Context: an optimization exercise on an open-source flow, tuned for small area. The choices shown serve that exercise and are no tape-out recipe.
The RTL was checked by simulation tests, not by an equivalence proof against the original design.
Power is estimated from default activity; no workload was simulated.

File: flow/flow/run.sh
#!/bin/bash
# Own layout flow: the standard flow (standard.sh, unchanged synthesis and
# steps) with two settings passed to ORFS through the environment:
#  - port buffers are the smallest buffer, sky130_fd_sc_hd__buf_1, instead of
#    the default cell (every input and output port still gets its buffer);
#  - clock tree synthesis clusters sinks by at most 25 within 80 um and adds
#    no dummy loads (the clock tree is still built from the port by CTS).
# Each tool's full output stays in the ORFS logs under orfs/logs; this
# script's own output goes to standard.log.
set -euo pipefail
export BUFFER_PORTS_ARGS="-buffer_cell sky130_fd_sc_hd__buf_1"
export CTS_ARGS="-sink_clustering_enable -repair_clock_nets -sink_clustering_size 25 -sink_clustering_max_diameter 80 -dont_use_dummy_load"
bash standard.sh > standard.log 2>&1
File: flow/standard.sh
#!/bin/bash
# synth_recipe.tcl (not shown) runs the flow's synth.tcl, then flattens the netlist and writes it again
# the make line also repeats each setting of config.mk as NAME=value (left out here)
make -C /OpenROAD-flow-scripts/flow DESIGN_CONFIG=/design/flow/config.mk WORK_HOME=/design/flow/orfs CLKGATE_MAP_FILE= SYNTH_SCRIPT=/design/flow/synth_recipe.tcl "${@:-finish}"
File: flow/config.mk
export PLATFORM = sky130hd
export DESIGN_NAME = ipdc_top
export DESIGN_NICKNAME = ipdc_top
export VERILOG_FILES = /design/flow/design.v
export SDC_FILE = /design/flow/constraint.sdc
export NUM_CORES = 4
export LEC_CHECK = 0
export CAP_MARGIN = 20
export CORE_MARGIN = 2
export CORE_UTILIZATION = 40
export CTS_CLUSTER_DIAMETER = 80
export CTS_CLUSTER_SIZE = 25
export SLEW_MARGIN = 20
export SYNTH_HIERARCHICAL = 1
export SYNTH_MINIMUM_KEEP_SIZE = 0
File: flow/constraint.sdc
create_clock -name core_clock -period 6.0 [get_ports {i_clk}]
set_input_delay 1.2000 -clock core_clock [delete_from_list [all_inputs] [get_ports {i_clk}]]
set_output_delay 1.2000 -clock core_clock [all_outputs]
set_load 0.01 [all_outputs]
File: flow/design.v
package ipdc_pkg;
	localparam int CHAN_W = 8;
	localparam int PIX_W  = 3 * CHAN_W;
	localparam int ADDR_W = 6;
	typedef logic [CHAN_W-1:0] chan_t;
	typedef logic [PIX_W-1:0]  pixel_t;
	typedef logic [ADDR_W-1:0] pix_addr_t;
	typedef enum logic [2:0] {
		OP_LOAD        = 3'd0,
		OP_SHIFT_RIGHT = 3'd1,
		OP_SHIFT_DOWN  = 3'd2,
		OP_DEFAULT     = 3'd3,
		OP_ZOOM        = 3'd4,
		OP_FILTER      = 3'd5,
		OP_YCBCR       = 3'd6,
		OP_RGB         = 3'd7
	} op_mode_t;
	typedef struct packed {
		logic      valid;
		pix_addr_t addr;
		logic      ycbcr;
	} rd_req_t;
	typedef struct packed {
		logic   valid;
		pixel_t pixel;
		logic   ycbcr;
	} pix_beat_t;
	localparam pix_addr_t ZOOM_ORIGIN = 6'd18;
endpackage
module image_buffer (
	input  logic             i_clk,
	input  logic             i_rot,
	input  logic             i_ins,
	input  ipdc_pkg::pixel_t i_data,
	input  logic             i_rd_en,
	input  logic [4:0]       i_tap,
	output ipdc_pkg::pixel_t o_pixel
);
	ipdc_pkg::pixel_t ring [64];
	always_ff @(posedge i_clk) begin
		if (i_rot) begin
			for (int i = 0; i < 63; i++)
				ring[i] <= ring[i+1];
			ring[63] <= i_ins ? i_data : ring[0];
		end
	end
	logic [31:0] sel;
	always_comb begin
		for (int j = 0; j < 32; j++)
			sel[j] = i_rd_en && (i_tap == 5'(j));
	end
	genvar bi, gi;
	generate
		for (bi = 0; bi < ipdc_pkg::PIX_W; bi++) begin : g_bit
			logic [31:0] col;
			logic [10:0] part;
			for (gi = 0; gi < 32; gi++) begin : g_col
				assign col[gi] = ring[2*gi][bi];
			end
			for (gi = 0; gi < 10; gi++) begin : g_grp
				sel_aoi3 u_aoi (
					.i_a (col[3*gi +: 3]),
					.i_s (sel[3*gi +: 3]),
					.o_y (part[gi])
				);
			end
			sel_aoi2 u_aoi_last (
				.i_a (col[31:30]),
				.i_s (sel[31:30]),
				.o_y (part[10])
			);
			assign o_pixel[bi] = ~&part;
		end
	endgenerate
endmodule
module sel_aoi3 (
	input  logic [2:0] i_a,
	input  logic [2:0] i_s,
	output logic       o_y
);
	assign o_y = ~|(i_a & i_s);
endmodule
module sel_aoi2 (
	input  logic [1:0] i_a,
	input  logic [1:0] i_s,
	output logic       o_y
);
	assign o_y = ~|(i_a & i_s);
endmodule
module pixel_formatter (
	input  logic             i_valid,
	input  logic             i_ycbcr,
	input  ipdc_pkg::pixel_t i_pixel,
	output ipdc_pkg::pixel_t o_pixel
);
	ipdc_pkg::chan_t r, g, b, r_n, g_n, b_n;
	ipdc_pkg::chan_t y, cb, cr;
	logic [8:0]      cb_s, cr_s;
	assign r   = i_pixel[7:0];
	assign g   = i_pixel[15:8];
	assign b   = i_pixel[23:16];
	assign r_n = ~r;
	assign g_n = ~g;
	assign b_n = ~b;
	logic s1;
	logic c2;
	logic s3;
	logic c4;
	logic s5;
	logic c6;
	logic s7;
	logic c8;
	logic s9;
	logic c10;
	logic s11;
	logic c12;
	logic s13;
	logic c14;
	logic c15;
	logic c16;
	logic s17;
	logic c18;
	logic s19;
	logic c20;
	logic s21;
	logic c22;
	logic s23;
	logic c24;
	logic s25;
	logic c26;
	logic s27;
	logic c28;
	logic s29;
	logic c30;
	logic s31;
	logic c32;
	logic s33;
	logic c34;
	logic s35;
	logic s36;
	logic c37;
	logic s38;
	logic c39;
	logic s40;
	logic c41;
	logic s42;
	logic c43;
	logic s44;
	logic c45;
	logic s46;
	logic c47;
	logic s48;
	logic c49;
	logic s50;
	logic c51;
	logic s52;
	logic c53;
	logic s54;
	logic c55;
	logic s56;
	logic c57;
	logic s58;
	logic c59;
	logic s60;
	logic c61;
	logic c62;
	logic c63;
	logic s64;
	logic c65;
	logic s66;
	logic c67;
	logic s68;
	logic c69;
	logic s70;
	logic c71;
	logic s72;
	logic c73;
	logic s74;
	logic c75;
	logic s76;
	logic c77;
	logic s78;
	logic c79;
	logic s80;
	logic c81;
	logic s82;
	logic c83;
	logic s84;
	logic c85;
	logic s86;
	logic c87;
	logic s88;
	logic c89;
	logic s90;
	logic c91;
	logic s92;
	logic c93;
	logic s94;
	logic c95;
	logic s96;
	logic c97;
	logic s98;
	logic c99;
	logic s100;
	logic c101;
	logic s102;
	logic c103;
	logic s104;
	logic c105;
	logic s106;
	logic c107;
	logic s108;
	logic c109;
	logic s110;
	logic c111;
	logic s112;
	logic c113;
	logic s114;
	logic c115;
	logic s116;
	logic c117;
	logic s118;
	logic c119;
	logic s120;
	logic c121;
	logic c122;
	logic c123;
	logic c124;
	logic s125;
	logic c126;
	logic s127;
	logic c128;
	logic s129;
	logic c130;
	logic s131;
	logic c132;
	logic s133;
	logic c134;
	logic s135;
	logic c136;
	logic s137;
	logic c138;
	logic s139;
	logic c140;
	fmt_fa u_fa2 (.i_a(r[1]), .i_b(g[0]), .i_c(g[2]), .o_s(s1), .o_c(c2));
	fmt_fa u_fa4 (.i_a(r[2]), .i_b(g[1]), .i_c(g[3]), .o_s(s3), .o_c(c4));
	fmt_fa u_fa6 (.i_a(r[3]), .i_b(g[2]), .i_c(g[4]), .o_s(s5), .o_c(c6));
	fmt_fa u_fa8 (.i_a(r[4]), .i_b(g[3]), .i_c(g[5]), .o_s(s7), .o_c(c8));
	fmt_fa u_fa10 (.i_a(r[5]), .i_b(g[4]), .i_c(g[6]), .o_s(s9), .o_c(c10));
	fmt_fa u_fa12 (.i_a(r[6]), .i_b(g[5]), .i_c(g[7]), .o_s(s11), .o_c(c12));
	fmt_ha u_ha14 (.i_a(r[7]), .i_b(g[6]), .o_s(s13), .o_c(c14));
	assign c15 = r[0] & g[1];
	assign c16 = s1 | c15;
	fmt_fa u_fa18 (.i_a(c2), .i_b(s3), .i_c(c16), .o_s(s17), .o_c(c18));
	fmt_fa u_fa20 (.i_a(c4), .i_b(s5), .i_c(c18), .o_s(s19), .o_c(c20));
	fmt_fa u_fa22 (.i_a(c6), .i_b(s7), .i_c(c20), .o_s(s21), .o_c(c22));
	fmt_fa u_fa24 (.i_a(c8), .i_b(s9), .i_c(c22), .o_s(s23), .o_c(c24));
	fmt_fa u_fa26 (.i_a(c10), .i_b(s11), .i_c(c24), .o_s(s25), .o_c(c26));
	fmt_fa u_fa28 (.i_a(c12), .i_b(s13), .i_c(c26), .o_s(s27), .o_c(c28));
	fmt_fa u_fa30 (.i_a(g[7]), .i_b(c14), .i_c(c28), .o_s(s29), .o_c(c30));
	fmt_ha u_ha32 (.i_a(r_n[1]), .i_b(g_n[0]), .o_s(s31), .o_c(c32));
	fmt_fa u_fa34 (.i_a(b[0]), .i_b(r_n[2]), .i_c(g_n[1]), .o_s(s33), .o_c(c34));
	assign s35 = ~c32;
	fmt_fa u_fa37 (.i_a(b[1]), .i_b(r_n[3]), .i_c(g_n[2]), .o_s(s36), .o_c(c37));
	fmt_ha u_ha39 (.i_a(c34), .i_b(c32), .o_s(s38), .o_c(c39));
	fmt_fa u_fa41 (.i_a(b[2]), .i_b(r_n[4]), .i_c(g_n[3]), .o_s(s40), .o_c(c41));
	fmt_ha u_ha43 (.i_a(c37), .i_b(c39), .o_s(s42), .o_c(c43));
	fmt_fa u_fa45 (.i_a(b[3]), .i_b(r_n[5]), .i_c(g_n[4]), .o_s(s44), .o_c(c45));
	fmt_ha u_ha47 (.i_a(c41), .i_b(c43), .o_s(s46), .o_c(c47));
	fmt_fa u_fa49 (.i_a(b[4]), .i_b(r_n[6]), .i_c(g_n[5]), .o_s(s48), .o_c(c49));
	fmt_ha u_ha51 (.i_a(c45), .i_b(c47), .o_s(s50), .o_c(c51));
	fmt_fa u_fa53 (.i_a(b[5]), .i_b(r_n[7]), .i_c(g_n[6]), .o_s(s52), .o_c(c53));
	fmt_ha u_ha55 (.i_a(c49), .i_b(c51), .o_s(s54), .o_c(c55));
	assign s56 = ~(b[6] ^ g_n[7]);
	assign c57 = b[6] | g_n[7];
	fmt_ha u_ha59 (.i_a(c53), .i_b(c55), .o_s(s58), .o_c(c59));
	fmt_ha u_ha61 (.i_a(b[7]), .i_b(c57), .o_s(s60), .o_c(c61));
	assign c62 = s31 | r_n[0];
	assign c63 = (s33 & s35) | (s33 & c62) | (s35 & c62);
	fmt_fa u_fa65 (.i_a(s36), .i_b(s38), .i_c(c63), .o_s(s64), .o_c(c65));
	fmt_fa u_fa67 (.i_a(s40), .i_b(s42), .i_c(c65), .o_s(s66), .o_c(c67));
	fmt_fa u_fa69 (.i_a(s44), .i_b(s46), .i_c(c67), .o_s(s68), .o_c(c69));
	fmt_fa u_fa71 (.i_a(s48), .i_b(s50), .i_c(c69), .o_s(s70), .o_c(c71));
	fmt_fa u_fa73 (.i_a(s52), .i_b(s54), .i_c(c71), .o_s(s72), .o_c(c73));
	fmt_fa u_fa75 (.i_a(s56), .i_b(s58), .i_c(c73), .o_s(s74), .o_c(c75));
	fmt_fa u_fa77 (.i_a(c59), .i_b(s60), .i_c(c75), .o_s(s76), .o_c(c77));
	fmt_ha u_ha79 (.i_a(c61), .i_b(c77), .o_s(s78), .o_c(c79));
	fmt_ha u_ha81 (.i_a(g_n[0]), .i_b(g_n[1]), .o_s(s80), .o_c(c81));
	fmt_fa u_fa83 (.i_a(r[0]), .i_b(g_n[1]), .i_c(g_n[2]), .o_s(s82), .o_c(c83));
	fmt_ha u_ha85 (.i_a(b_n[2]), .i_b(c81), .o_s(s84), .o_c(c85));
	fmt_fa u_fa87 (.i_a(r[1]), .i_b(g_n[2]), .i_c(g_n[3]), .o_s(s86), .o_c(c87));
	assign s88 = ~(b_n[3] ^ c83);
	assign c89 = b_n[3] | c83;
	fmt_ha u_ha91 (.i_a(c85), .i_b(s86), .o_s(s90), .o_c(c91));
	fmt_fa u_fa93 (.i_a(r[2]), .i_b(g_n[3]), .i_c(g_n[4]), .o_s(s92), .o_c(c93));
	fmt_fa u_fa95 (.i_a(b_n[4]), .i_b(c87), .i_c(c89), .o_s(s94), .o_c(c95));
	fmt_ha u_ha97 (.i_a(c91), .i_b(s92), .o_s(s96), .o_c(c97));
	fmt_fa u_fa99 (.i_a(r[3]), .i_b(g_n[4]), .i_c(g_n[5]), .o_s(s98), .o_c(c99));
	fmt_fa u_fa101 (.i_a(b_n[5]), .i_b(c93), .i_c(c95), .o_s(s100), .o_c(c101));
	fmt_ha u_ha103 (.i_a(c97), .i_b(s98), .o_s(s102), .o_c(c103));
	fmt_fa u_fa105 (.i_a(r[4]), .i_b(g_n[5]), .i_c(g_n[6]), .o_s(s104), .o_c(c105));
	fmt_fa u_fa107 (.i_a(b_n[6]), .i_b(c99), .i_c(c101), .o_s(s106), .o_c(c107));
	fmt_ha u_ha109 (.i_a(c103), .i_b(s104), .o_s(s108), .o_c(c109));
	fmt_fa u_fa111 (.i_a(r[5]), .i_b(g_n[6]), .i_c(g_n[7]), .o_s(s110), .o_c(c111));
	fmt_fa u_fa113 (.i_a(b_n[7]), .i_b(c105), .i_c(c107), .o_s(s112), .o_c(c113));
	fmt_ha u_ha115 (.i_a(c109), .i_b(s110), .o_s(s114), .o_c(c115));
	fmt_fa u_fa117 (.i_a(r[6]), .i_b(g_n[7]), .i_c(c111), .o_s(s116), .o_c(c117));
	fmt_ha u_ha119 (.i_a(c113), .i_b(c115), .o_s(s118), .o_c(c119));
	fmt_ha u_ha121 (.i_a(r[7]), .i_b(c117), .o_s(s120), .o_c(c121));
	assign c122 = g_n[0] & b_n[0];
	assign c123 = (b_n[1] & s80) | (b_n[1] & c122) | (s80 & c122);
	assign c124 = (s82 & s84) | (s82 & c123) | (s84 & c123);
	fmt_fa u_fa126 (.i_a(s88), .i_b(s90), .i_c(c124), .o_s(s125), .o_c(c126));
	fmt_fa u_fa128 (.i_a(s94), .i_b(s96), .i_c(c126), .o_s(s127), .o_c(c128));
	fmt_fa u_fa130 (.i_a(s100), .i_b(s102), .i_c(c128), .o_s(s129), .o_c(c130));
	fmt_fa u_fa132 (.i_a(s106), .i_b(s108), .i_c(c130), .o_s(s131), .o_c(c132));
	fmt_fa u_fa134 (.i_a(s112), .i_b(s114), .i_c(c132), .o_s(s133), .o_c(c134));
	fmt_fa u_fa136 (.i_a(s116), .i_b(s118), .i_c(c134), .o_s(s135), .o_c(c136));
	fmt_fa u_fa138 (.i_a(c119), .i_b(s120), .i_c(c136), .o_s(s137), .o_c(c138));
	fmt_ha u_ha140 (.i_a(c121), .i_b(c138), .o_s(s139), .o_c(c140));
	assign y    = {c30, s29, s27, s25, s23, s21, s19, s17};
	assign cb_s = {c79, s78, s76, s74, s72, s70, s68, s66, s64};
	assign cr_s = {c140, s139, s137, s135, s133, s131, s129, s127, s125};
	assign cb = cb_s[8] ? 8'hff : cb_s[7:0];
	assign cr = cr_s[8] ? 8'hff : cr_s[7:0];
	assign o_pixel = !i_valid ? '0 : i_ycbcr ? {cr, cb, y} : i_pixel;
endmodule
module fmt_fa (
	input  logic i_a,
	input  logic i_b,
	input  logic i_c,
	output logic o_s,
	output logic o_c
);
	assign {o_c, o_s} = i_a + i_b + i_c;
endmodule
module fmt_ha (
	input  logic i_a,
	input  logic i_b,
	output logic o_s,
	output logic o_c
);
	assign {o_c, o_s} = i_a + i_b;
endmodule
module ipdc_ctrl #(
	parameter int IMG_SIDE = 8,
	parameter int WIN_SIDE = 4
) (
	input  logic               i_clk,
	input  logic               i_rst_n,
	input  logic               i_op_valid,
	input  ipdc_pkg::op_mode_t i_op_mode,
	input  logic               i_in_valid,
	output logic               o_in_ready,
	output logic               o_rot,
	output logic               o_ins,
	output logic [4:0]         o_tap,
	output logic               o_loaded,
	output logic               o_rd_act,
	output logic               o_rd_ycc
);
	localparam int COL_W = $clog2(IMG_SIDE);
	localparam int EDGE  = IMG_SIDE - WIN_SIDE;
	typedef enum logic [1:0] {
		IDLE,
		LOAD,
		SHOW
	} state_t;
	state_t              state;
	logic [3:0]          win_cnt;
	ipdc_pkg::pix_addr_t origin;
	logic                ycbcr_mode;
	ipdc_pkg::pix_addr_t ring_pos;
	ipdc_pkg::pix_addr_t rd_off;
	logic                op_acc;
	logic                align;
	logic [COL_W-1:0]    org_col;
	logic [ipdc_pkg::ADDR_W-COL_W-1:0] org_row;
	assign o_in_ready = (state != SHOW);
	assign op_acc     = (state == IDLE) && i_op_valid;
	assign o_ins      = (state == LOAD) && i_in_valid;
	assign org_col = origin[COL_W-1:0];
	assign org_row = origin[ipdc_pkg::ADDR_W-1:COL_W];
	assign align = origin[0] ^ ring_pos[0];
	assign o_rot = (state == LOAD) ? o_ins : (o_rd_act | align);
	assign rd_off = origin - ring_pos;
	always_ff @(posedge i_clk) begin
		if (state == SHOW && !o_rd_act) begin
			o_tap    <= rd_off[5:1];
			o_rd_ycc <= ycbcr_mode;
		end else if (o_rd_act && win_cnt[1:0] == 2'd0) begin
			o_tap <= o_tap + 5'd2;
		end
	end
	always_ff @(posedge i_clk or negedge i_rst_n) begin
		if (!i_rst_n) begin
			state      <= IDLE;
			win_cnt    <= '0;
			origin     <= '0;
			ycbcr_mode <= 1'b0;
			ring_pos   <= '0;
			o_loaded   <= 1'b0;
			o_rd_act   <= 1'b0;
		end else begin
			if (op_acc && i_op_mode == ipdc_pkg::OP_LOAD)
				ring_pos <= '0;
			else
				ring_pos <= ring_pos + ipdc_pkg::pix_addr_t'(o_rot);
			o_rd_act <= (state == SHOW);
			case (state)
				IDLE: begin
					if (op_acc) begin
						case (i_op_mode)
							ipdc_pkg::OP_LOAD: state <= LOAD;
							ipdc_pkg::OP_SHIFT_RIGHT: begin
								if (int'(org_col) < EDGE)
									origin <= origin + 1'b1;
								state <= SHOW;
							end
							ipdc_pkg::OP_SHIFT_DOWN: begin
								if (int'(org_row) < EDGE)
									origin <= origin + ipdc_pkg::pix_addr_t'(IMG_SIDE);
								state <= SHOW;
							end
							ipdc_pkg::OP_DEFAULT: begin
								origin <= '0;
								state  <= SHOW;
							end
							ipdc_pkg::OP_ZOOM: begin
								origin <= ipdc_pkg::ZOOM_ORIGIN;
								state  <= SHOW;
							end
							ipdc_pkg::OP_FILTER: state <= IDLE;
							ipdc_pkg::OP_YCBCR: begin
								ycbcr_mode <= 1'b1;
								state      <= SHOW;
							end
							ipdc_pkg::OP_RGB: begin
								ycbcr_mode <= 1'b0;
								state      <= SHOW;
							end
						endcase
					end
				end
				LOAD: begin
					if (o_ins && &ring_pos) begin
						o_loaded <= 1'b1;
						state    <= IDLE;
					end
				end
				SHOW: begin
					win_cnt <= win_cnt + 1'b1;
					if (&win_cnt)
						state <= IDLE;
				end
				default: state <= IDLE;
			endcase
		end
	end
endmodule
module ipdc_top #(
	parameter int IMG_SIDE = 8,
	parameter int WIN_SIDE = 4
) (
	input  logic               i_clk,
	input  logic               i_rst_n,
	input  logic               i_op_valid,
	input  ipdc_pkg::op_mode_t i_op_mode,
	input  logic               i_in_valid,
	input  ipdc_pkg::pixel_t   i_in_data,
	output logic               o_in_ready,
	output logic               o_out_valid,
	output ipdc_pkg::pixel_t   o_out_data
);
	logic             rot;
	logic             ins;
	logic [4:0]       tap;
	logic             loaded;
	logic             rd_act;
	logic             rd_ycc;
	ipdc_pkg::pixel_t rd_pix;
	ipdc_ctrl #(
		.IMG_SIDE(IMG_SIDE),
		.WIN_SIDE(WIN_SIDE)
	) u_ctrl (
		.i_clk      (i_clk),
		.i_rst_n    (i_rst_n),
		.i_op_valid (i_op_valid),
		.i_op_mode  (i_op_mode),
		.i_in_valid (i_in_valid),
		.o_in_ready (o_in_ready),
		.o_rot      (rot),
		.o_ins      (ins),
		.o_tap      (tap),
		.o_loaded   (loaded),
		.o_rd_act   (rd_act),
		.o_rd_ycc   (rd_ycc)
	);
	image_buffer u_buf (
		.i_clk   (i_clk),
		.i_rot   (rot),
		.i_ins   (ins),
		.i_data  (i_in_data),
		.i_rd_en (loaded),
		.i_tap   (tap),
		.o_pixel (rd_pix)
	);
	logic             bt_valid;
	ipdc_pkg::pixel_t bt_pix;
	ipdc_pkg::pixel_t fmt_pix;
	always_ff @(posedge i_clk or negedge i_rst_n) begin
		if (!i_rst_n)
			bt_valid <= 1'b0;
		else
			bt_valid <= rd_act;
	end
	always_ff @(posedge i_clk)
		bt_pix <= rd_pix;
	pixel_formatter u_fmt (
		.i_valid (bt_valid),
		.i_ycbcr (rd_ycc),
		.i_pixel (bt_pix),
		.o_pixel (fmt_pix)
	);
	always_ff @(posedge i_clk or negedge i_rst_n) begin
		if (!i_rst_n) begin
			o_out_valid <= 1'b0;
			o_out_data  <= '0;
		end else begin
			o_out_valid <= bt_valid;
			o_out_data  <= fmt_pix;
		end
	end
endmodule
==> run summary, run 1 <==
* Run status: timing/DRC/antenna clean
- The detail route stage leaves a number of antenna-violating nets equal to 0.
* Most utilized layer in the global route result: met1
- The tool flagged a number of max-cap violations equal to 0.
- After synthesis, the mean cell area works out to 23.07 sq um.
* Final Critical Period: 4.833 ns
- Yosys printed 10 warnings.
- When the netlist entered floorplanning its net count stood at 2,470.
- In the final routed layout, each cell accounts on average for 27.51 microns.
- Achievable Freq: 206.9 MHz
- Total of flip-flops plus latches after synthesis: roughly 1,600
* Final-report hold violation count: 0
- Summing over every cut layer, the via total after detailed routing is 25,054.
- Number of antenna violations at the first check in global routing: 3
- Area of the die: 139,100 sq um
- Grt ovf: 0
- Critical path type: flop to flop
* Async set or reset register ratio after synthesis: 2.914%
- The synthesized design contains 1,542 enable-type register cells.
- At the end of the flow, the number of nets in the layout was ~2,600.
* Final worst-path cycle share: approximately four fifths
- Number of cells traversed by the worst register-to-register path: 13
- Sequential elements use 88.08% of the synthesized area.
* HPWL after DPL: 65,870 microns
- After floorplanning, the core was sized to cover 135,300 sq um.
* TritonCTS clock tree: yes
- For this run, design rule violations remaining after detail routing come to 0.
* GR met2 Demand/Resource: a little under a quarter
- Data on the critical path arrives at its endpoint at 5.35 ns.
- Iteration-0 DRC Markers: 4,227
- Once routing completed, OpenROAD measured the worst setup slack at 1.167 ns.
- Slew at the pin closest to its max-slew limit: 1.021 ns
* Critical path capture point type: flop
- Accumulated negative setup slack: 0 ns
* Vias in the first global route: 24,087
* Ports: 57
- Hold-fix buffers at CTS: 0
- No sink is reached through more buffers than the 3 on the longest clock path.
* Met1 layer usage reported by global route: between 20% and 30%
* Synthesized cell area: 54,450 sq um
* Worst hold-check path type: flop to flop
- Clock-pin slew was measured on the worst setup and hold paths at ~0.090 ns.
- STA puts the critical path data required time at between 6 and 7 ns.
- In this run, CTS created clock tree buffers numbering 78.
- Relative max-transition margin: 31.74%
- Final Routed Wirelength: 118,700 microns
- Met3 track demand over resource in global routing: 3.760%
* Die width: 373.0 microns
* P_leak: 0.02041 uW
- The number of pins with negative max-slew slack in the final report came to 0.
- The first global-routing pass estimated 169,200 microns of wire.
- Input/output buffers: 56
- The first detailed-routing pass ran for 9 iterations.
* CTS sink cnt: 1,613
- Setup violations, final: 0
- CTS HTree Levels: 3
- Entering global routing, the biggest net connects 188 pins.
- Across the VDD grid, the largest voltage drop is 0.4177 mV.
- Clk_skew: approximately 0.048 ns
- In this run, distinct cell masters in the synthesized netlist total 60.
* Initial cell density of the core: 40.25%
* Maximum fanout count along the critical path: 8
* Final GP Congestion: approximately 0.85
- Clock latency (worst-skew pair): 0.65 ns
- At the placement stage, the worst setup path has a slack of between 1 and 1.5 ns.
- Startpoint class of the critical path: flop
* Setup fix buffers added after clock tree synthesis: 0
* Clk Tree Root Cell: clkbuf_16
* Post-synthesis cell count: 2,360
* Worst hold path depth: 0
- From synthesis to final layout, the design area changed by 9.384%.
- After clock tree synthesis, the repair step resized 0 gates.
- RSZ-0062 raised after global routing: no
- Std-Cell Rows: 135
* Total of fill cells in the finished design: 11,235
* Cell Pwr Density: 545.2 nW/um^2
* Flip-flop cell with the highest count after synthesis: edfxtp_1
- Measured along the y axis, the die boundary spans 373.0 microns.
- Overall global routing resource usage: 16.55%
- After detailed routing, the number of vias per cell comes to 5.808.
- Fraction of final layout cells sized beyond drive strength 1: 8.254%
flip-flops by register name, summed over array words and instances, names as in the netlist, 2 cells and up:
| signal | cells |
|---|---|
| u_ctrl.o_tap | 5 |
| u_buf.ring | 1536 |
| bt_pix | 24 |
| u_ctrl.ring_pos | 6 |
| u_ctrl.win_cnt | 4 |
| o_out_data | 24 |
| u_ctrl.origin | 6 |
| u_ctrl.state | 2 |
modules after synthesis (local to each module, per instance), a selection:
module / cells inside / flip-flops and latches
fmt_ha: 1 / 0
image_buffer: 1706 / 1536
sel_aoi2: 1 / 0
pixel_formatter: 109 / 0
sel_aoi3: 1 / 0
ipdc_top: 50 / 50
layout by cell type (no fill, tap or decap), types with 6 or more instances in the layout:
cell type / n
edfxtp_1: 1542
a222oi_1: 240
clkbuf_16: 78
buf_1: 55
nand4_1: 50
dfrtp_1: 47
buf_4: 47
fa_1: 45
inv_1: 41
nor2_4: 34
ha_1: 34
nand3_1: 30
nor2_1: 28
o21ai_0: 26
mux2_1: 24
or3_1: 24
a22oi_2: 24
dfxtp_1: 24
a21oi_1: 21
nor2b_1: 15
nand2_1: 12
xnor2_1: 10
mux2i_1: 9
buf_12: 9
nand2b_1: 6
layout make-up:
| class | instances | area [sq um] | area share (%) |
|---|---|---|---|
| well taps | 1781 | 2228 | 3.741 |
| diodes | 1 | 2.502 | 0.004201 |
| clock buffers | 78 | 1952 | 3.277 |
| inverters | 43 | 161.4 | 0.2710 |
| repair buffers | 113 | 772.0 | 1.296 |
| multi-input cells | 685 | 6485 | 10.89 |
| flip-flops and latches | 1613 | 47960 | 80.52 |
synth_stat cells, drive strengths merged (2+ instances only):
library cell | instances | area share [%]
inv | 43 | 0.30
a211oi | 2 | 0.028
clkbuf | 6 | 0.044
or3 | 24 | 0.28
buf | 13 | 0.17
xor2 | 2 | 0.032
nor2b | 16 | 0.19
or2 | 2 | 0.023
nand4 | 50 | 0.57
nor4b | 2 | 0.044
xnor2 | 10 | 0.16
o21ba | 2 | 0.037
nor3 | 4 | 0.046
fa | 45 | 1.7
nand4b | 3 | 0.048
nand2b | 6 | 0.069
mux2 | 25 | 0.52
dfxtp | 24 | 0.88
edfxtp | 1542 | 85
mux2i | 9 | 0.17
and4 | 3 | 0.048
o21a | 3 | 0.041
a222oi | 240 | 4.4
a21oi | 21 | 0.19
nand2 | 13 | 0.094
o32ai | 2 | 0.067
ha | 34 | 0.78
dfrtp | 47 | 2.2
nand4bb | 3 | 0.062
and3 | 3 | 0.034
o31ai | 3 | 0.041
nor2 | 62 | 0.43
a22oi | 24 | 0.55
a31oi | 4 | 0.046
nand3 | 30 | 0.28
o21ai | 27 | 0.25
logic make-up (layout without fill, tap and decap cells):
group                      Yosys count  after routing  synth area share, %
AOI/OAI and AO/OA                  333            333                5.754
muxes                               34             34               0.6825
DFF                               1613           1613                88.08
xor gates and xnor gates            12             12               0.1930
buffers and inverters               62            234               0.5078
other                                0              1                    0
adders and majority gates           80             80                2.454
and+or+nand+nor                    226            226                2.330
per-stage QoR:
stage	std cells	utilization [%]	power [uW]	hold WS [ns]	area, sq um
after floorplan	2360	-	22700	0.3890	54470
after global placement	4234	42.56	26610	0.4000	57580
after detailed placement	4235	42.58	27000	0.4045	57610
after CTS	4313	44.02	32700	0.3787	59560
after global routing	4313	44.02	33920	0.3796	59560
final	4314	44.02	32480	0.3802	59560
final timing paths:
check | from | slack, ns | to
setup / recovery | bt_pix[10]$_DFF_P_ | 1.17 | o_out_data[16]$_DFF_PN0_
hold / removal | u_buf.ring[11][17]$_DFFE_PP_ | 0.38 | u_buf.ring[10][17]$_DFFE_PP_
setup reg to reg | bt_pix[10]$_DFF_P_ | 1.17 | o_out_data[16]$_DFF_PN0_
hold reg to reg | u_buf.ring[11][17]$_DFFE_PP_ | 0.38 | u_buf.ring[10][17]$_DFFE_PP_
max in group asynchronous | i_rst_n | 4.86 | o_out_data[7]$_DFF_PN0_
min in group asynchronous | i_rst_n | 0.66 | u_ctrl.state[0]$_DFFE_PN0P_
worst max-delay path: stages (launching register included):
cell and delay (ns):
dfxtp_1 0.45, inv_1 0.15, fa_1 0.48, ha_1 0.31, fa_1 0.42, fa_1 0.39, fa_1 0.39, fa_1 0.38
fa_1 0.39, fa_1 0.40, fa_1 0.38, ha_1 0.30, nor2_1 0.15, a21oi_1 0.09
routing by layer:
metal | share of wire [%] | routed length (microns) | up-vias
li1 | - | - | 10320
met1 | 44 | 52520 | 13248
met2 | 42 | 49920 | 1345
met3 | 11 | 13560 | 141
met4 | 2.3 | 2673 | 0
met5 | 0 | 0 | -
where the power goes:
group / switching, uW / internal (uW)
combinational: 2530 / 502
sequential: 2780 / 21200
clock: 3180 / 2330
==> run 2: changes to the inputs <==
==> flow/flow/run.sh (replaced) <==
#!/bin/bash
# Own layout flow: the standard flow (standard.sh, unchanged synthesis and
# steps) with two settings passed to ORFS through the environment:
#  - port buffers are the smallest buffer, sky130_fd_sc_hd__buf_1, instead of
#    the default cell (every input and output port still gets its buffer);
#  - clock tree synthesis clusters sinks by at most 16 within 60 um, drives
#    each cluster with a sky130_fd_sc_hd__clkbuf_8 and adds no dummy loads
#    (the clock tree is still built from the port by CTS).
# Each tool's full output stays in the ORFS logs under orfs/logs; this
# script's own output goes to standard.log.
set -euo pipefail
export BUFFER_PORTS_ARGS="-buffer_cell sky130_fd_sc_hd__buf_1"
export CTS_ARGS="-sink_clustering_enable -repair_clock_nets -sink_clustering_size 16 -sink_clustering_max_diameter 60 -sink_clustering_buffer sky130_fd_sc_hd__clkbuf_8 -dont_use_dummy_load"
bash standard.sh > standard.log 2>&1
==> run summary, run 2 <==
- Mapped Nets: 2,470 (unchanged)
- Via count: 25,376 (+1.3%)
* Req. time, crit path: 6.54 ns (+0.02 ns)
* Average instance area after synthesis: 23.07 sq um (unchanged)
* Leading cell types in the layout, fill and taps excluded: edfxtp_1, a222oi_1, clkbuf_8
- Total clock buffers created by CTS: 119 (+53%)
* Critical path type: flop to flop
* Final worst-path cycle share: 79.83% (-0.72 points)
- The met2 capacity usage during global routing was 22.98% (about the same).
* Number of nets in the layout: 2,685 (+1.6%)
* Worst hold path depth: 0 (unchanged)
* Cell type contributing the most total cell area after synthesis: edfxtp_1
- The fill cell total of the finished layout is 11,260 (+0.22%).
- Total of flip-flops plus latches after synthesis: 1,613 (unchanged)
* Die width: 373.0 microns (unchanged)
* Async set or reset register ratio after synthesis: 2.914% (unchanged)
- The count of final setup violators is 0 (unchanged).
- Biggest regs: u_buf.ring x1536, bt_pix x24, o_out_data x24
- The pin count of the biggest net entering global routing is 188 (unchanged).
- Clock Path Buffers: 3 (unchanged)
- The first-pass GRT wire length was 170,500 microns (+0.77%).
- The number of global-route vias before repair came to 24,524 (+1.8%).
* Most common cell after layout, fill and taps aside: edfxtp_1
- Post-synthesis to final-layout area growth: 9.003%
- Final GP Congestion: 0.8511 (unchanged)
* Startpoint of the tightest hold check path: u_buf.ring[7][20]$_DFFE_PP_
- STA classifies the critical path startpoint as a flop.
* Destination of the worst hold path: u_buf.ring[6][20]$_DFFE_PP_
* Post-synthesis cell count: 2,360 (unchanged)
- The global routing stage identified its most utilized layer as met1.
* Chip Height: 373.0 microns (unchanged)
- The number of warning messages in the yosys log came to 10 (unchanged).
- The effective utilization at floorplan is 40.25% (unchanged).
- Wire length per cell: 27.46 microns (-0.17%)
- The cell depth of the worst flop-to-flop path is 13 (unchanged).
- The startpoint identified for the worst register-to-register timing path is bt_pix[10]$_DFF_P_.
- Max-slew violations: 0 (unchanged)
* Worst-path clk slew: 0.09 ns (about the same)
- The first-iteration detailed-routing DRC count is 4,358 (+3.1%).
* Fraction of final layout cells sized beyond drive strength 1: 9.716% (+1.5 points)
* Input/output buffers: 56 (unchanged)
- The first-pass iteration count of the detailed router came to 7 (-2).
- Std-Cell Rows: 135 (unchanged)
- Clk_skew: 0.06106 ns (+0.01267 ns)
* Grt ovf: 0 (unchanged)
- The worst vdd rail ir drop is 0.4192 mV (+0.35%).
* CTS HTree Levels: 3 (unchanged)
- The remaining antenna violation count after routing came to 0 (unchanged).
* Area of the die: 139,100 sq um (unchanged)
- Top register by number of flip-flops: u_buf.ring
- The share of the core filled with cells was 43.87% (-0.15 points).
* HPWL after DPL: 65,870 microns (unchanged)
- Flip-flop count of the largest register, all copies and words added: 1,536 (unchanged)
- The fraction of met3 tracks used by global routing came to 3.940% (+0.18 points).
- The number of max-cap violations is 0 (unchanged).
* Overall global routing resource usage: 16.68% (+0.13 points)
* CTS sink cnt: 1,613 (unchanged)
* Achievable Freq: 208.8 MHz (+0.91%)
* Maximum fanout count along the critical path: 8 (unchanged)
* Most numerous cell types in the synthesized netlist: edfxtp_1, a222oi_1, nor2_1, nand4_1, dfrtp_1
- The worst hold path belongs to the class flop to flop.
- The flow ran to the end and the layout has no timing, DRC or antenna violations.
- The number of synthesized flops with an enable pin came to 1,542 (unchanged).
- Arrival time of data at the critical path endpoint: 5.33 ns (-0.02 ns)
- The insertion delay to the later sink of the worst-skew pair came to 0.68 ns (+0.03 ns).
- The post-layout minimum cycle time was 4.790 ns (-0.04335 ns).
* CTS-repair resized insts: 0 (unchanged)
- The worst reg-to-reg setup slack was 1.21 ns (+0.04 ns).
* Count of distinct cell types in the synthesized netlist: 60 (unchanged)
- Largest cells by area after synthesis: edfxtp_1, a222oi_1, dfrtp_1
* Accumulated negative setup slack: 0 ns (unchanged)
- Number of antenna violations at the first check in global routing: 2 (-1)
* Final Routed Wirelength: 119,700 microns (+0.83%)
- Hold-fix buffers at CTS: 0 (unchanged)
* Ports: 57 (unchanged)
- DRC violations left: 0 (unchanged)
- In the post-synthesis netlist, the cell with the most instances is edfxtp_1.
- The tree is rooted in a clkbuf_16.
- Sequential-to-total area share from yosys stat: 88.08% (unchanged)
- Setup fix buffers added after clock tree synthesis: 0 (unchanged)
- Non-filler cells in the finished layout: 4,357 (+1.0%)
- Final-report hold violation count: 0 (unchanged)
- Relative max-transition margin: 32.23% (+0.49 points)
- Synthesized cell area: 54,450 sq um (unchanged)
* Number of cells in the design after placement: 4,235 (unchanged)
* P_leak: 0.02035 uW (-0.29%)
* Yosys top cell area share: 85.04% (unchanged)
- RSZ-0062 raised after global routing: no
* Critical path capture point type: flop
- The power per cell area is 540.9 nW/um^2 (-0.80%).
- The area inside the core boundary is 135,300 sq um (unchanged).
* Slew at the pin closest to its max-slew limit: 1.017 ns (-0.004897 ns)
* Met1 layer usage reported by global route: 26.00% (-0.051 points)
* Endpoint of the lowest-slack register-to-register path: o_out_data[16]$_DFF_PN0_
- For this run, the leading register cell type out of synthesis is edfxtp_1.
* TritonCTS clock tree: yes
* Via/cell ratio: 5.824 (+0.29%)
run 2: per-module statistics from Yosys (local to each module, per instance), excerpt:
module           cells inside  area [sq um]
sel_aoi3                    1         10.01
image_buffer             1706         47210
ipdc_top                   50          1131
fmt_fa                      1         20.02
fmt_ha                      1         12.51
sel_aoi2                    1         12.51
pixel_formatter           109         593.1
run 2: report_power, final:
group	switching, uW	internal (uW)	total [uW]
clock network	3230	1920	5140
logic	2530	502	3030
registers	2770	21200	23900
run 2: cell families (layout without fill, tap and decap cells):
logic type               after synthesis  in the layout  synth area share [%]
flip-flops                          1613           1613                 88.08
AO/OA/AOI/OAI                        333            333                 5.754
AND/OR/NAND/NOR                      226            226                 2.330
adder cells (fa/ha/maj)               80             80                 2.454
buffers and inverters                 62            275                0.5078
multiplexers                          34             34                0.6825
XOR/XNOR                              12             12                0.1930
other                                  0              3                     0
run 2: area by class of cell:
class	count	area [sq um]	share of cell area, %
flip-flops and latches	1613	47960	80.80
multi-input cells	685	6485	10.93
diodes	3	7.507	0.01265
repair buffers	113	772.0	1.301
clock buffers	119	1739	2.930
inverters	43	161.4	0.2719
well taps	1781	2228	3.754
run 2: worst max path at each step:
stage	from	end	slack, ns
floorplan	i_in_valid	u_ctrl.ring_pos[4]$_DFF_PN0_	-23.86
global route	bt_pix[10]$_DFF_P_	o_out_data[16]$_DFF_PN0_	0.97
global placement	bt_pix[2]$_DFF_P_	o_out_data[14]$_DFF_PN0_	1.24
finish	bt_pix[10]$_DFF_P_	o_out_data[16]$_DFF_PN0_	1.21
detailed placement	bt_pix[2]$_DFF_P_	o_out_data[14]$_DFF_PN0_	1.20
CTS	bt_pix[9]$_DFF_P_	o_out_data[12]$_DFF_PN0_	1.19
run 2: worst max-delay path: stages, from the launching register on:
cell     delay, ns
dfxtp_1       0.45
inv_1         0.15
fa_1          0.48
ha_1          0.31
fa_1          0.42
fa_1          0.39
fa_1          0.39
fa_1          0.38
fa_1          0.39
fa_1          0.40
fa_1          0.38
ha_1          0.29
nor2_1        0.15
a21oi_1       0.09
run 2: stage by stage:
stage	power [uW]	area (sq um)	hold slack, ns	setup WS, ns
6_report	32100	59350	0.3758	1.210
5_1_grt	33540	59350	0.4014	0.9675
4_1_cts	32320	59350	0.3775	1.190
3_5_place_dp	27000	57610	0.4045	1.196
3_3_place_gp	26610	57580	0.4000	1.236
2_1_floorplan	22700	54470	0.3890	-23.86
run 2: per-layer routing:
layer	part of all wire, %	up-vias
met1	44	13422
li1	-	10376
met3	11	171
met2	42	1407
met5	0	-
met4	2.6	0
==> run 3: changes to the inputs <==
--- a/flow/design.v
+++ b/flow/design.v
@@ -414,12 +414,12 @@
 							ipdc_pkg::OP_LOAD: state <= LOAD;
 							ipdc_pkg::OP_SHIFT_RIGHT: begin
 								if (int'(org_col) < EDGE)
-									origin <= origin + 1'b1;
+									origin[COL_W-1:0] <= org_col + 1'b1;
 								state <= SHOW;
 							end
 							ipdc_pkg::OP_SHIFT_DOWN: begin
 								if (int'(org_row) < EDGE)
-									origin <= origin + ipdc_pkg::pix_addr_t'(IMG_SIDE);
+									origin[ipdc_pkg::ADDR_W-1:COL_W] <= org_row + 1'b1;
 								state <= SHOW;
 							end
 							ipdc_pkg::OP_DEFAULT: begin
--- a/flow/config.mk
+++ b/flow/config.mk
@@ -10,6 +10,7 @@
 export CORE_UTILIZATION = 40
 export CTS_CLUSTER_DIAMETER = 80
 export CTS_CLUSTER_SIZE = 25
+export PLACE_DENSITY = 0.8
 export SLEW_MARGIN = 20
 export SYNTH_HIERARCHICAL = 1
 export SYNTH_MINIMUM_KEEP_SIZE = 0
==> run summary, run 3 <==
* TritonCTS clock tree: yes
- Input/output buffers: 56 (unchanged)
* Std-Cell Rows: 135 (unchanged)
- Setup violations, final: 0 (unchanged)
- The placer congestion estimate is 0.8388 (-1.4%).
- The number of distinct standard cells referenced by the synthesized netlist came to 56 (-6.7%).
* Mapped Nets: 2,460 (-0.40%)
* Wire length of the first global-routing pass: 160,500 microns (-5.8%)
- The tightest min-delay check is of the flop to flop type.
- Vias in the first global route: 23,828 (-2.8%)
- Yosys top cell area share: 85.21% (+0.17 points)
- The global-route usage over all layers came to 15.84% (-0.84 points).
- The number of antenna violations at the first check in global routing is 6 (+4).
* Maximum fanout count along the critical path: 8 (unchanged)
- The upper clock frequency limit was 208.3 MHz (-0.21%).
- Number of nets in the layout: 2,668 (-0.63%)
- The number of max-cap violations was 0 (unchanged).
- Max-slew violations: 0 (unchanged)
- Final cell area excluding filler cells: 59,180 sq um (-0.29%)
- The library cell used most frequently in the layout, excluding fill and tap cells, is edfxtp_1.
* Startpoint class of the critical path: flop
* Run status: failed layout checks
- Post-synthesis to final-layout area growth: 8.911% (about the same)
- Biggest regs: u_buf.ring x1536, bt_pix x24, o_out_data x24
* Hold-fix buffers at CTS: 0 (unchanged)
- The root buffer cell chosen for the clock tree is clkbuf_16.
- Sequential-to-total area share from yosys stat: 88.26% (+0.18 points)
* Ports: 57 (unchanged)
- Average instance area after synthesis: 23.12 sq um (+0.22%)
- The setup path with the least slack is of type flop to flop.
- Worst-case hold slack: 0.3833 ns (+0.007459 ns)
- Final-report hold violation count: 0 (unchanged)
- The post-route worst setup slack is 1.200 ns (-0.009940 ns).
* Post-synthesis cell count: 2,350 (-0.42%)
- Final Critical Period: 4.800 ns (+0.009940 ns)
- By instance count, the leading cell after synthesis is edfxtp_1.
- Setup fix buffers added after clock tree synthesis: 0 (unchanged)
- The power per cell area was 540.8 nW/um^2 (about the same).
* Top register by number of flip-flops: u_buf.ring
- Via count: 25,104 (-1.1%)
- The width of the die came to 372.6 microns (-0.10%).
* Post-Place Cell Area: 57,490 sq um (-0.21%)
- The TritonCTS sink count is 1,613 (unchanged).
- The worst endpoint required time is 6.51 ns (-0.03 ns).
- Relative max-transition margin: 38.91% (+6.7 points)
* Flip-flop count of the largest register, all copies and words added: 1,536 (unchanged)
* Chip Height: 372.6 microns (-0.10%)
- CTS-repair resized insts: 0 (unchanged)
* Initial cell density of the core: 40.21% (about the same)
- Peak VDD IR: 0.4129 mV (-1.5%)
* P_leak: 0.02028 uW (-0.36%)
- The arrival time of data at the critical path endpoint came to 5.31 ns (-0.02 ns).
- Pre-CTS setup slack: 1.174 ns (-0.02257 ns)
- The number of synthesized flops with an enable pin was 1,542 (unchanged).
- Clk_skew: 0.05751 ns (-0.003554 ns)
- Summed over all instances, the cell type with the most area after synthesis is edfxtp_1.
- Via/cell ratio: 5.782 (-0.73%)
- The final total negative setup slack was 0 ns (unchanged).
- The number of buffers inserted during clock tree synthesis came to 115 (-3.4%).
- Wire length per cell: 26.23 microns (-4.5%)
* Synthesized cell area: 54,340 sq um (-0.20%)
- The first-iteration detailed-routing DRC count is 4,952 (+14%).
- The pin count of the biggest net entering global routing is 175 (-6.9%).
* Final Routed Wirelength: 113,900 microns (-4.8%)
* Yosys Warn Count: 10 (unchanged)
- The overall die area is 138,800 sq um (-0.20%).
- The first-pass iteration count of the detailed router was 9 (+2).
- The worst setup path is captured at a flop.
- Most numerous cell types in the synthesized netlist: edfxtp_1, a222oi_1, nor2_1, nand4_1, dfrtp_1
* Standard cell core area: 135,100 sq um (-0.12%)
- Largest cells by area after synthesis: edfxtp_1, a222oi_1, dfrtp_1
- The total grt overflow is 0 (unchanged).
- Fraction of final layout cells sized beyond drive strength 1: 9.194% (-0.52 points)
* Async set or reset register ratio after synthesis: 2.914% (unchanged)
- The number of synthesized register bits is 1,613 (unchanged).
- The H-tree depth was 3 (unchanged).
- The top cell types in the final layout, fill and taps aside, are edfxtp_1, a222oi_1, clkbuf_8.
* Layout checks that failed: antenna rules
- RSZ-0062 raised after global routing: no
- The most used flip-flop cell after synthesis is edfxtp_1.
- The insertion delay to the later sink of the worst-skew pair came to 0.65 ns (-0.03 ns).
- HPWL after DPL: 64,690 microns (-1.8%)
* Clock Path Buffers: 3 (unchanged)
* Slew at the pin closest to its max-slew limit: 0.9164 ns (-0.1001 ns)
- Final worst-path cycle share: 80.00% (+0.17 points)
- The DRC violations left was 0 (unchanged).
- The clock-pin transition on the worst setup and hold timing paths was 0.10 ns (about the same).
* Antenna Violating Nets Remaining: 1 (+1)
-- run 3: critical path, stage by stage (launching register included) --
cell,delay (ns)
dfxtp_1,0.43
inv_1,0.15
fa_1,0.49
ha_1,0.31
fa_1,0.41
fa_1,0.39
fa_1,0.39
fa_1,0.39
fa_1,0.40
fa_1,0.40
fa_1,0.37
ha_1,0.30
nor2_1,0.17
a21oi_1,0.08
-- run 3: final timing paths --
check                      cells past startpoint  slack, ns                      endpoint                  startpoint
min reg2reg                                    0       0.38    u_buf.ring[0][2]$_DFFE_PP_  u_buf.ring[1][2]$_DFFE_PP_
min                                            0       0.38    u_buf.ring[0][2]$_DFFE_PP_  u_buf.ring[1][2]$_DFFE_PP_
max in group asynchronous                      2       4.83      o_out_data[11]$_DFF_PN0_                     i_rst_n
max reg2reg                                   13       1.20      o_out_data[16]$_DFF_PN0_          bt_pix[10]$_DFF_P_
max                                           13       1.20      o_out_data[16]$_DFF_PN0_          bt_pix[10]$_DFF_P_
min in group asynchronous                      2       0.66  u_ctrl.origin[5]$_DFFE_PN0P_                     i_rst_n
-- run 3: kinds of logic after synthesis --
group	synth area share, %
buffers and inverters	0.4490
XOR/XNOR	0.1934
AO/OA/AOI/OAI	5.687
adder cells (fa/ha/maj)	2.459
flip-flops	88.26
AND/OR/NAND/NOR	2.309
multiplexers	0.6447
-- run 3: report_power, final --
| group | internal (uW) | total (uW) | leakage (uW) | switching (uW) |
|---|---|---|---|---|
| combinational | 531 | 2980 | 0.00267 | 2440 |
| sequential | 21100 | 24000 | 0.0167 | 2940 |
| clock | 1860 | 4990 | 0.000873 | 3130 |
-- run 3: through the flow --
step | utilization (%) | std cells | power [uW]
2_1_floorplan | - | 2350 | 22690
3_3_place_gp | 42.54 | 4222 | 26540
3_5_place_dp | 42.54 | 4222 | 27020
4_1_cts | 43.79 | 4337 | 32060
5_1_grt | 43.79 | 4337 | 33250
6_report | 43.80 | 4342 | 32010
-- run 3: metal layers --
metal / share of wire (%) / global-route usage (%)
met1: 39 / 23.07
met2: 43 / 22.81
met3: 15 / 5.114
met4: 2.5 / 4.557
met5: 0 / 0
-- run 3: final cells by class --
cell class	count	area [sq um]
well taps	1781	2228
repair buffers	110	779.5
fillers	10940	75950
clock buffers	115	1684
diodes	5	12.51
inverters	38	142.6
flip-flops and latches	1613	47960
multi-input cells	680	6376
-- run 3: Yosys stat by module (local to each module, per instance), a selection --
module           area, sq um  times used  flip-flops and latches  cells inside
sel_aoi2               12.51          24                       0             1
sel_aoi3               10.01         240                       0             1
fmt_ha                 12.51          20                       0             1
pixel_formatter        593.1           1                       0           109
image_buffer           47210           1                    1536          1706
ipdc_top                1131           1                      50            50
==> run 4: changes to the inputs <==
--- a/flow/config.mk
+++ b/flow/config.mk
@@ -10,7 +10,6 @@
 export CORE_UTILIZATION = 40
 export CTS_CLUSTER_DIAMETER = 80
 export CTS_CLUSTER_SIZE = 25
-export PLACE_DENSITY = 0.8
 export SLEW_MARGIN = 20
 export SYNTH_HIERARCHICAL = 1
 export SYNTH_MINIMUM_KEEP_SIZE = 0
==> run summary, run 4 <==
- The run finished with no timing, DRC or antenna violations.
- Via/cell ratio: 5.757 (-0.42%)
- Average instance area after synthesis: 23.12 sq um (unchanged)
* Area of the die: 138,800 sq um (unchanged)
- Setup repair after global routing left no endpoint under its margin.
- The flip-flop count of the largest register, all copies and words added came to 1,536 (unchanged).
- The number of synthesized flops with an enable pin is 1,542 (unchanged).
* Wire length of the first global-routing pass: 169,300 microns (+5.4%)
* Sequential-to-total area share from yosys stat: 88.26% (unchanged)
- The gate count after technology mapping came to 2,350 (unchanged).
* Number of antenna violations at the first check in global routing: 8 (+2)
* Biggest regs: u_buf.ring x1536, bt_pix x24, o_out_data x24
- Antenna Violating Nets Remaining: 0 (-1)
- The leakage power total is 0.02024 uW (-0.18%).
* Relative max-transition margin: 27.17% (-12 points)
* Cell Pwr Density: 540.3 nW/um^2 (about the same)
* Slew at the pin closest to its max-slew limit: 1.093 ns (+0.1761 ns)
- The worst vdd rail ir drop is 0.5691 mV (+38%).
- HPWL after DPL: 65,880 microns (+1.8%)
- The number of resized instances in the post-cts repair step came to 0 (unchanged).
* Buffer and inverter count on the worst path: 1 (unchanged)
- Grouping stages by cell kind, the critical path spends the most delay in adder cells.
- Final Routed Wirelength: 120,000 microns (+5.3%)
- Final cell area excluding filler cells: 59,140 sq um (about the same)
- The TritonCTS sink count was 1,613 (unchanged).
- The post-detailed-placement cell area was 57,440 sq um (about the same).
- CTS HTree Levels: 3 (unchanged)
- Clk_skew: 0.06409 ns (+0.006580 ns)
* Input/output buffers: 56 (unchanged)
- Post-synthesis to final-layout area growth: 8.828% (about the same)
* Yosys Warn Count: 10 (unchanged)
- The post-route fraction of the period consumed by the critical path came to 81.11% (+1.1 points).
* Flip-flop cell with the highest count after synthesis: edfxtp_1
- Clock Path Buffers: 3 (unchanged)
- Cell type contributing the most total cell area after synthesis: edfxtp_1
- Max-slew violations: 0 (unchanged)
* Leading cell types in the layout, fill and taps excluded: edfxtp_1, a222oi_1, clkbuf_8
* Wire length per cell: 27.64 microns (+5.4%)
* Vias in the first global route: 24,087 (+1.1%)
- Top register by number of flip-flops: u_buf.ring
- Number of nets in the layout: 2,665 (-0.11%)
- Ports: 57 (unchanged)
- The number of buffers added to fix hold violations after cts was 0 (unchanged).
* Yosys top cell area share: 85.21% (unchanged)
- Most numerous cell types in the synthesized netlist: edfxtp_1, a222oi_1, nor2_1, nand4_1, dfrtp_1
* Achievable Freq: 205.5 MHz (-1.4%)
* Arrival time of data at the critical path endpoint: 5.41 ns (+0.10 ns)
- Iteration-0 DRC Markers: 4,504 (-9.0%)
* Startpoint class of the critical path: flop
* Cell repeated most along the worst path: fa_1
* Total of fill cells in the finished design: 11,305 (+3.3%)
- Total clock buffers created by CTS: 115 (unchanged)
- TritonCTS built the clock tree.
- Total of flip-flops plus latches after synthesis: 1,613 (unchanged)
* Accumulated negative setup slack: 0 ns (unchanged)
* Detailed-router iteration count before antenna repair: 6 (-3)
- The DRC violations left was 0 (unchanged).
- Largest cells by area after synthesis: edfxtp_1, a222oi_1, dfrtp_1
* Req. time, crit path: 6.55 ns (+0.04 ns)
- STA classifies the critical path endpoint as a flop.
* Worst-path clk slew: 0.10 ns (about the same)
- The number of endpoints with negative hold slack in the final report came to 0 (unchanged).
- The biggest cell delay along the critical path is 0.46 ns (-0.03 ns).
- Die width: 372.6 microns (unchanged)
- Largest net degree at the start of global routing: 193 (+10%)
- The slowest stage of the critical path is the dfxtp_1 cell.
- Async set or reset register ratio after synthesis: 2.914% (unchanged)
- The insertion delay to the later sink of the worst-skew pair is 0.69 ns (+0.04 ns).
- Setup violations, final: 0 (unchanged)
- The global-route usage over all layers is 16.94% (+1.1 points).
- Synthesized cell area: 54,340 sq um (unchanged)
- Standard cell core area: 135,100 sq um (unchanged)
- Final Critical Period: 4.867 ns (+0.06692 ns)
* Worst-case hold slack: 0.3956 ns (+0.01234 ns)
- Number of max-capacitance violations reported: 0 (unchanged)
- Setup fix buffers added after clock tree synthesis: 0 (unchanged)
- Grt ovf: 0 (unchanged)
- The largest fanout on the critical path came to 8 (unchanged).
- The number of distinct standard cells referenced by the synthesized netlist was 56 (unchanged).
* Chip Height: 372.6 microns (unchanged)
- By startpoint and endpoint, the worst setup path is classified as flop to flop.
- Mapped Nets: 2,460 (unchanged)
- The total vias in the final route is 24,987 (-0.47%).
- The effective utilization at floorplan came to 40.21% (unchanged).
- Std-Cell Rows: 135 (unchanged)
- Final GP Congestion: 0.8403 (+0.18%)
* Most numerous cell in the Yosys netlist: edfxtp_1
* Most common cell after layout, fill and taps aside: edfxtp_1
- Worst hold-check path type: flop to flop
* Fraction of final layout cells sized beyond drive strength 1: 9.087% (-0.11 points)
- Cells along the critical path: inv_1, fa_1, maj3_1, fa_1, fa_1, fa_1, fa_1, fa_1, fa_1, fa_1, ha_1, nor2_1, a21oi_1
* Clk Tree Root Cell: clkbuf_16
[run 4: cell count changes in the layout (fill, tap and decap cells not counted), sizes merged]
cell	change
buf	-3
diode	+1
[run 4: path summary, 6_finish.rpt]
| kind | from | end | slack, ns | depth (start not counted) |
|---|---|---|---|---|
| max | bt_pix[2]$_DFF_P_ | o_out_data[11]$_DFF_PN0_ | 1.13 | 13 |
| max in group asynchronous | i_rst_n | o_out_data[17]$_DFF_PN0_ | 4.86 | 2 |
| min reg2reg | u_buf.ring[63][9]$_DFFE_PP_ | u_buf.ring[62][9]$_DFFE_PP_ | 0.40 | 0 |
| min | u_buf.ring[63][9]$_DFFE_PP_ | u_buf.ring[62][9]$_DFFE_PP_ | 0.40 | 0 |
| min in group asynchronous | i_rst_n | u_ctrl.origin[2]$_DFFE_PN0P_ | 0.64 | 2 |
| max reg2reg | bt_pix[2]$_DFF_P_ | o_out_data[11]$_DFF_PN0_ | 1.13 | 13 |
[run 4: kinds of logic after synthesis]
logic type | Yosys count | synth area share [%]
buf+inv | 57 | 0.4490
mux | 32 | 0.6447
simple gates | 226 | 2.309
xor+xnor | 12 | 0.1934
compound gates | 330 | 5.687
flops | 1613 | 88.26
fa+ha+maj | 80 | 2.459
[run 4: area by class of cell]
type	count	area (sq um)	share of cell area (%)
sequential	1613	47960	81.10
multi-input combinational	680	6401	10.82
tap	1781	2228	3.768
clock buffer	115	1684	2.848
timing repair buffer	107	706.9	1.195
inverter	38	142.6	0.2412
antenna	6	15.01	0.02539
[run 4: where the power goes]
| group | internal, uW | switching [uW] | total, uW |
|---|---|---|---|
| Combinational | 478 | 2460 | 2940 |
| Clock | 1860 | 3210 | 5070 |
| Sequential | 21100 | 2820 | 23900 |
| Total | 23500 | 8490 | 32000 |
[run 4: per-stage QoR]
| step | utilization (%) | worst slack, ns | power [uW] | instances |
|---|---|---|---|---|
| after floorplan | - | -23.76 | 22690 | 2350 |
| after global placement | 42.51 | 1.251 | 26510 | 4219 |
| after detailed placement | 42.51 | 1.123 | 26930 | 4219 |
| after CTS | 43.75 | 1.092 | 32170 | 4334 |
| after global routing | 43.75 | 0.9190 | 33410 | 4334 |
| final | 43.76 | 1.133 | 31950 | 4340 |
[run 4: modules after synthesis (local to each module, per instance), excerpt]
module	times used	area [sq um]	flops+latches	cells
image_buffer	1	47210	1536	1706
fmt_ha	20	12.51	0	1
sel_aoi2	24	12.51	0	1
fmt_fa	44	20.02	0	1
pixel_formatter	1	593.1	0	109
sel_aoi3	240	10.01	0	1
[run 4: metal layers]
metal	wire, microns	vias to the layer above	GRT usage (%)	share of wire, %
li1	-	10340	-	-
met1	51790	13158	25.94	43
met2	51470	1338	23.74	43
met3	14000	145	4.541	12
met4	2648	6	4.788	2.2
met5	46	-	0	0.038
[run 4: worst register-to-register path: stages (launching register included)]
cell,delay [ns]
dfxtp_1,0.46
inv_1,0.11
fa_1,0.47
maj3_1,0.39
fa_1,0.39
fa_1,0.39
fa_1,0.40
fa_1,0.41
fa_1,0.39
fa_1,0.40
fa_1,0.39
ha_1,0.32
nor2_1,0.16
a21oi_1,0.08

port drivers added, routing unchanged:
No port has a modelled driver above. Below, the same layouts with a new extraction and two added sets of constraints.
Step 1 sets driving cells, clkbuf_16 on the clock port and buf_2 on the other inputs (assumed; they add their load-dependent delay and slew).
Step 2 times the ports against the registers' clock, not the clock port: input delays grow and output delays shrink by t, the midpoint of the rising clock arrivals with the driver on.
Slacks: ideal ports / drivers / drivers and shift; pairs: ideal ports / drivers.
run	shift t [ns]	slack for setup (ns)	cell pins on the clock port's net
run 1	0.716	1.167 / 1.167 / 1.167	1
run 2	0.723	1.210 / 1.210 / 1.210	1
run 3	0.703	1.200 / 1.200 / 1.200	1
run 4	0.734	1.133 / 1.133 / 1.133	1
